What follows belongs to an exercise in optimizing a design on an open flow for small area and a short achievable clock period; a production flow would make more cautious choices. No functional check of the RTL was part of any run shown here. No activity file was given, so power comes from the tool's default toggle rates.

## flow/design.v (module list and top-level ports; edited modules follow where they fit)
// module koggeStoneAdder: 29 lines
// module partialProductStage: 47 lines
// module adderTreeLevel: 40 lines
// module signedMultiplier: 2566 lines
// module mulFA: 10 lines
// module mulHA: 9 lines
module signedMultiplier
(
	input  logic          clk,
	input  logic          arstN,
	input  mulPkg::operandPairT   operands,
	output mulPkg::productResultT result
);
  // ...
==> flow/run.sh <==
#!/bin/bash
# synth_recipe.tcl (not shown) runs the flow's synth.tcl, then flattens the netlist and writes it again
# the make line also repeats each setting of config.mk as NAME=value (left out here)
make -C /OpenROAD-flow-scripts/flow DESIGN_CONFIG=/design/flow/config.mk WORK_HOME=/design/flow/orfs CLKGATE_MAP_FILE= SYNTH_SCRIPT=/design/flow/synth_recipe.tcl finish
==> flow/config.mk <==
export PLATFORM = sky130hd
export DESIGN_NAME = signedMultiplier
export DESIGN_NICKNAME = signedMultiplier
export VERILOG_FILES = /design/flow/design.v
export SDC_FILE = /design/flow/constraint.sdc
export NUM_CORES = 4
export LEC_CHECK = 0
export CAP_MARGIN = 20
export CORE_MARGIN = 2
export CORE_UTILIZATION = 40
export SETUP_SLACK_MARGIN = 2.0
export SLEW_MARGIN = 20
export SYNTH_HIERARCHICAL = 1
==> flow/constraint.sdc <==
create_clock -name core_clock -period 4.0 [get_ports {clk}]
set_input_delay 0.8000 -clock core_clock [delete_from_list [all_inputs] [get_ports {clk}]]
set_output_delay 0.8000 -clock core_clock [all_outputs]
set_load 0.01 [all_outputs]
==> summary.md, run 1 <==
| Metric | Value |
|---|---|
| Core Util, Final | `57.2%` |
| Commonest cells after routing, fill and taps aside | `391 x dfxtp_1, 212 x xnor2_1, 192 x a22oi_2, 152 x fa_1, 107 x buf_4` |
| Yosys reg bits | `between 400 and 500` |
| Period utilization | `about two thirds` |
| Global Route met1 Usage | `31.9%` |
| Drt wl/cell | `~26 um` |
| FF/Latch Area | `between 9000 and 10000 um^2` |
| Worst Hold End | `r3_p[3]$_DFF_P_` |
| Reg-to-reg endpoint | `r3_p[41]$_DFF_P_` |
| ClkCell Share | `around 5.1%` |
| Non-clock buffers, area share | `14.3%` |
| Leading cell type in the layout, fill and taps excluded | `dfxtp_1` |
| Switching pwr | `a little over 9000 uW` |
| Count leader, synth | `dfxtp_1` |
| Status | `no timing/DRC/antenna violations` |
| Multi-input combinational area share | `between 40% and 50%` |
| Tap cells | `around 750` |
| CP max-delay cell | `a221o_1` |
| Row cnt | `86` |
| DRC | `0` |
| Hold WC Path Type | `reg -> reg` |
| Worst-Margin Slew | `about 0.54 ns` |
| DRT met1 WL | `29000 um` |
| Clkbuf count | `70` |
| CTS sink count | `464` |
| Biggest regs | `r1_d: 167 flops, r2_d: 87 flops` |
| Largest area contributor in the netlist | `dfxtp_1` |
| Internal cell power | `approximately 15000 uW` |
| Main combinational cell family by area after synthesis | `adder cells` |
| Layout fillers | `around 4300` |
| Hold depth | `0` |
| Sequential share of cell area | `between 30% and 40%` |
| Gate power share | `about 49%` |
| Global-route wire length before repair | `between 100000 and 150000 um` |
| Vias per Instance | `between 5 and 6` |
| Largest register FFs | `roughly 170` |
| Place WS | `between 1 and 1.5 ns` |
| GPL Wtd Cong | `about 0.87` |
==> inputs of run 2 (changes only) <==
--- a/flow/config.mk
+++ b/flow/config.mk
@@ -8,6 +8,6 @@
 export CAP_MARGIN = 20
 export CORE_MARGIN = 2
 export CORE_UTILIZATION = 40
-export SETUP_SLACK_MARGIN = 2.0
+export SETUP_SLACK_MARGIN = 1.7
 export SLEW_MARGIN = 20
 export SYNTH_HIERARCHICAL = 1
==> run 2 against run 1 <==
Effect of this change: die area is the same; sequential power is essentially flat; via count shrank 11%; largest power group unchanged.
==> summary.md, run 2 <==
| Metric | Value |
|---|---|
| Status | `no timing/DRC/antenna violations` |
| Compound-Gate Fraction of Synth Area | `13.6%` |
| TritonRoute pass-1 iters | `6` |
| Root buffer cell | `clkbuf_16` |
| Largest net degree at the start of global routing | `27` |
| Pwr per Cell Area | `a little under 900 nW/um^2` |
| Share of flip-flops with an asynchronous set or reset | `under 10%` |
| Largest register by flop count | `r1_d` |
| Mux contribution to synthesized area | `0%` |
| Area Overhead vs Synth | `19.9%` |
| CTS Buf Count | `about 50` |
| Hold WC Path Type | `reg -> reg` |
| Crit path max fanout | `4` |
| Global Route Usage Sum | `between 20% and 30%` |
| Adder-cell area share of the yosys netlist | `between 20% and 30%` |
| Die area | `between 50000 and 60000 um^2` |
| Startpoint class of the critical path | `register` |
| Critical Path Sink Type | `register` |
| Layout fillers | `4908 (+15%)` |
| Htree depth | `2` |
| DP HPWL | `39100 um` |
| Max cap viols | `0` |
| Initial antenna violation count | `0` |
| Synth top area share | `around two fifths` |
| GRT Residual Overflow | `0` |
| Post-Synth Simple-Gate Area | `2.84%` |
| Max Root-Sink Buffers | `3` |
| Core area | `~55000 um^2` |
| DP Area | `~24000 um^2` |
| Initial Utilization | `between 40% and 50%` |
| Vias | `around 15000` |
| Yosys warnings | `7` |
| Final Setup Violations | `0` |
| Cell count after synthesis | `between 1500 and 2000` |
| Post-synth top cells | `458 x dfxtp_1, 308 x xnor2_1, 276 x a22oi_1, 227 x fa_1, 130 x clkbuf_1` |
| Top_reg_cell synth | `dfxtp_1` |
| Largest register FFs | `167 (unchanged)` |
| Worst Skew | `approximately 0.018 ns` |
| Fin cells | `roughly 2700` |
| Xor and xnor area share after synthesis | `between 10 and 15%` |
| Global-route wire length before repair | `90200 um (-13%)` |
| Distinct cell type count after synthesis | `54` |
| CTS tree | `done` |
| Peak VDD IR | `approximately 400 uV` |
| Ant diodes | `0` |
| Critical path data arrival time | `between 3 and 4 ns` |
| Overall power | `23500 uW` |
| Commonest cells after routing, fill and taps aside | `416 x dfxtp_1, 306 x xnor2_1, 276 x a22oi_1, 227 x fa_1, 71 x clkdlybuf4s50_1` |
| Period utilization | `69.3% (+1.7 points)` |
| Clock slew at reported path FFs | `0.06 ns` |
| # hold bufs at CTS | `0` |
| Die W | `between 200 and 250 um` |
| Leading cell type in the layout, fill and taps excluded | `dfxtp_1` |
| Seq/Total Area, Yosys | `about two fifths` |
| I/O Buffers | `99` |
| DRC | `0 (unchanged)` |
| Final nets | `roughly 2300` |
| Mean Syn Cell Area | `~12 um^2` |
| Biggest regs | `r1_d: 167 flops, r2_d: 87 flops` |
| Dpl cells | `around 2600` |
| Yosys reg bits | `464 (unchanged)` |
| Row cnt | `86 (unchanged)` |
| Initial DRC Count | `approximately 1500` |
| Pleak | `around 0.010 uW` |
| Vias per Instance | `5.37 (-6.1%)` |
| Max-slew violations | `0` |
| Die height | `240 um` |
| Share of cells above drive strength 1 | `between 10 and 15%` |
| Headroom to the max-slew limit | `60.1%` |
| Mapped Nets | `2214` |
| Critical Path RT | `about 4.5 ns` |
| Worst-Margin Slew | `0.598 ns (+0.0609 ns)` |
| Hold violation total from the final report | `0` |
| Count leader, synth | `dfxtp_1` |
| Largest area contributor in the netlist | `dfxtp_1` |
| Vias in the first global route | `around 15000` |
| Critical path type | `reg -> reg` |
| Core Util, Final | `48.5% (-8.6 points)` |
| Synth top area cells | `dfxtp_1 41%, fa_1 20%, xnor2_1 12%` |
| RSZ-0062 raised after global routing | `true` |
| Main combinational cell family by area after synthesis | `adder cells` |
| Finished Cell Area | `approximately 27000 um^2` |
| IO Count | `100` |
| CTS sink count | `464 (unchanged)` |
| Fmax | `between 0.3 and 0.4 GHz` |
| Post-Route Setup TNS | `0 ns` |
| GPL Wtd Cong | `0.873 (+0.29%)` |
| Synthesized area | `~22000 um^2` |
| Post-layout minimum cycle time | `~2.8 ns` |
| WL final | `approximately 59000 um` |
| Worst skew pair latency | `around 0.6 ns` |
| Post-route ant nets | `0` |
| Drt wl/cell | `21.5 um (-18%)` |
| Number of synthesized flops with an enable pin | `0` |
-- run 2: power by group --
part / switching (uW) / leakage [uW] / total, uW / internal, uW
registers: 1040 / 0.00394 / 7870 / 6830
logic: 5630 / 0.00555 / 10700 / 5120
clock network: 1930 / 0.000876 / 4920 / 2990
total: 8600 / 0.0104 / 23500 / 14900
-- run 2: metrics by stage --
stage / hold slack, ns / worst slack, ns
after global routing: 0.327 / 1.14
final: 0.325 / 1.23
after floorplan: 0.310 / 1.55
after detailed placement: 0.312 / 1.18
after global placement: 0.312 / 1.23
after CTS: 0.325 / 1.29
-- run 2: path summary, 6_finish.rpt --
kind | cells after the start | slack, ns | end | start
min in group asynchronous | 1 | 0.43 | valid[5]$_DFF_PN0_ | arstN
worst min-delay path | 0 | 0.32 | r4_p[7]$_DFF_P_ | r3_p[7]$_DFF_P_
max in group asynchronous | 1 | 3.36 | valid[3]$_DFF_PN0_ | arstN
worst max-delay path | 10 | 1.23 | r3_p[41]$_DFF_P_ | r2_d[24]$_DFF_P_
worst min register to register | 0 | 0.32 | r4_p[7]$_DFF_P_ | r3_p[7]$_DFF_P_
worst max register to register | 10 | 1.23 | r3_p[41]$_DFF_P_ | r2_d[24]$_DFF_P_
-- run 2: cells by family (layout without fill, tap and decap cells) --
kind of cell | after synthesis | after routing
flops | 464 | 464
compound gates | 424 | 424
xor+xnor | 354 | 354
fa+ha+maj | 304 | 304
buf+inv | 191 | 311
simple gates | 122 | 122
-- run 2: what timing repair did --
item,CTS,global route
pin swaps,29,11
gates resized for setup,104,58
buffers inserted,14,10
cloned,0,0
endpoints found under the setup margin,162,89
-- run 2: critical path, stage by stage, from the launching register on --
cell,delay [ns]
dfxtp_2,0.33
ha_4,0.26
a21oi_4,0.17
nor2b_2,0.06
a211oi_2,0.24
nand4b_1,0.23
a31o_2,0.32
a221o_1,0.37
a221o_1,0.38
a31oi_1,0.21
xnor2_1,0.13
-- run 2: final cells by class --
class                      instances  area [um^2]  area share [%]
multi-input combinational       1204        12800            47.7
sequential                       464         9450            35.3
timing repair buffer             180         1670            6.23
clock buffer                      67         1430            5.33
tap                              748          936            3.50
clock inverter                    26          374            1.40
inverter                          38          143           0.533
-- run 2: Yosys stat by module, one instance, submodules excluded --
module	flip-flops and latches	copies in the design	area [um^2]	cells
signedMultiplier	464	1	17500	1607
mulFA	0	227	20.0	1
mulHA	0	25	12.5	1
-- run 2: layer usage --
layer | vias up | part of all wire, % | global-route usage (%)
met4 | 0 | 3.1 | 7.47
met5 | - | 0 | 0
met2 | 727 | 43 | 30.6
met1 | 7266 | 44 | 29.0
met3 | 155 | 9.4 | 4.82
li1 | 6495 | - | -

afterwards: timing with drivers on the ports:
No port has a modelled driver above. Below, the same layouts with a new extraction and two added sets of constraints.
Step 1 assumes that a clkbuf_16 drives the clock port and a buf_2 every other input.
Step 2, shift: input delay + t, output delay - t, t = (earliest + latest rising clock arrival at the registers) / 2. This alone moves slack from input paths to output paths.
Slacks: ideal ports / drivers / drivers and shift; pairs: ideal ports / drivers.
run	t (ns)	slack for setup (ns)	worst setup path at the end	clock arrival spread, ns
run 1	0.655	1.296 / 1.296 / 1.296	register to register	0.021 / 0.021
run 2	0.653	1.227 / 1.227 / 1.227	register to register	0.018 / 0.018
After both steps every run listed still meets setup and hold.
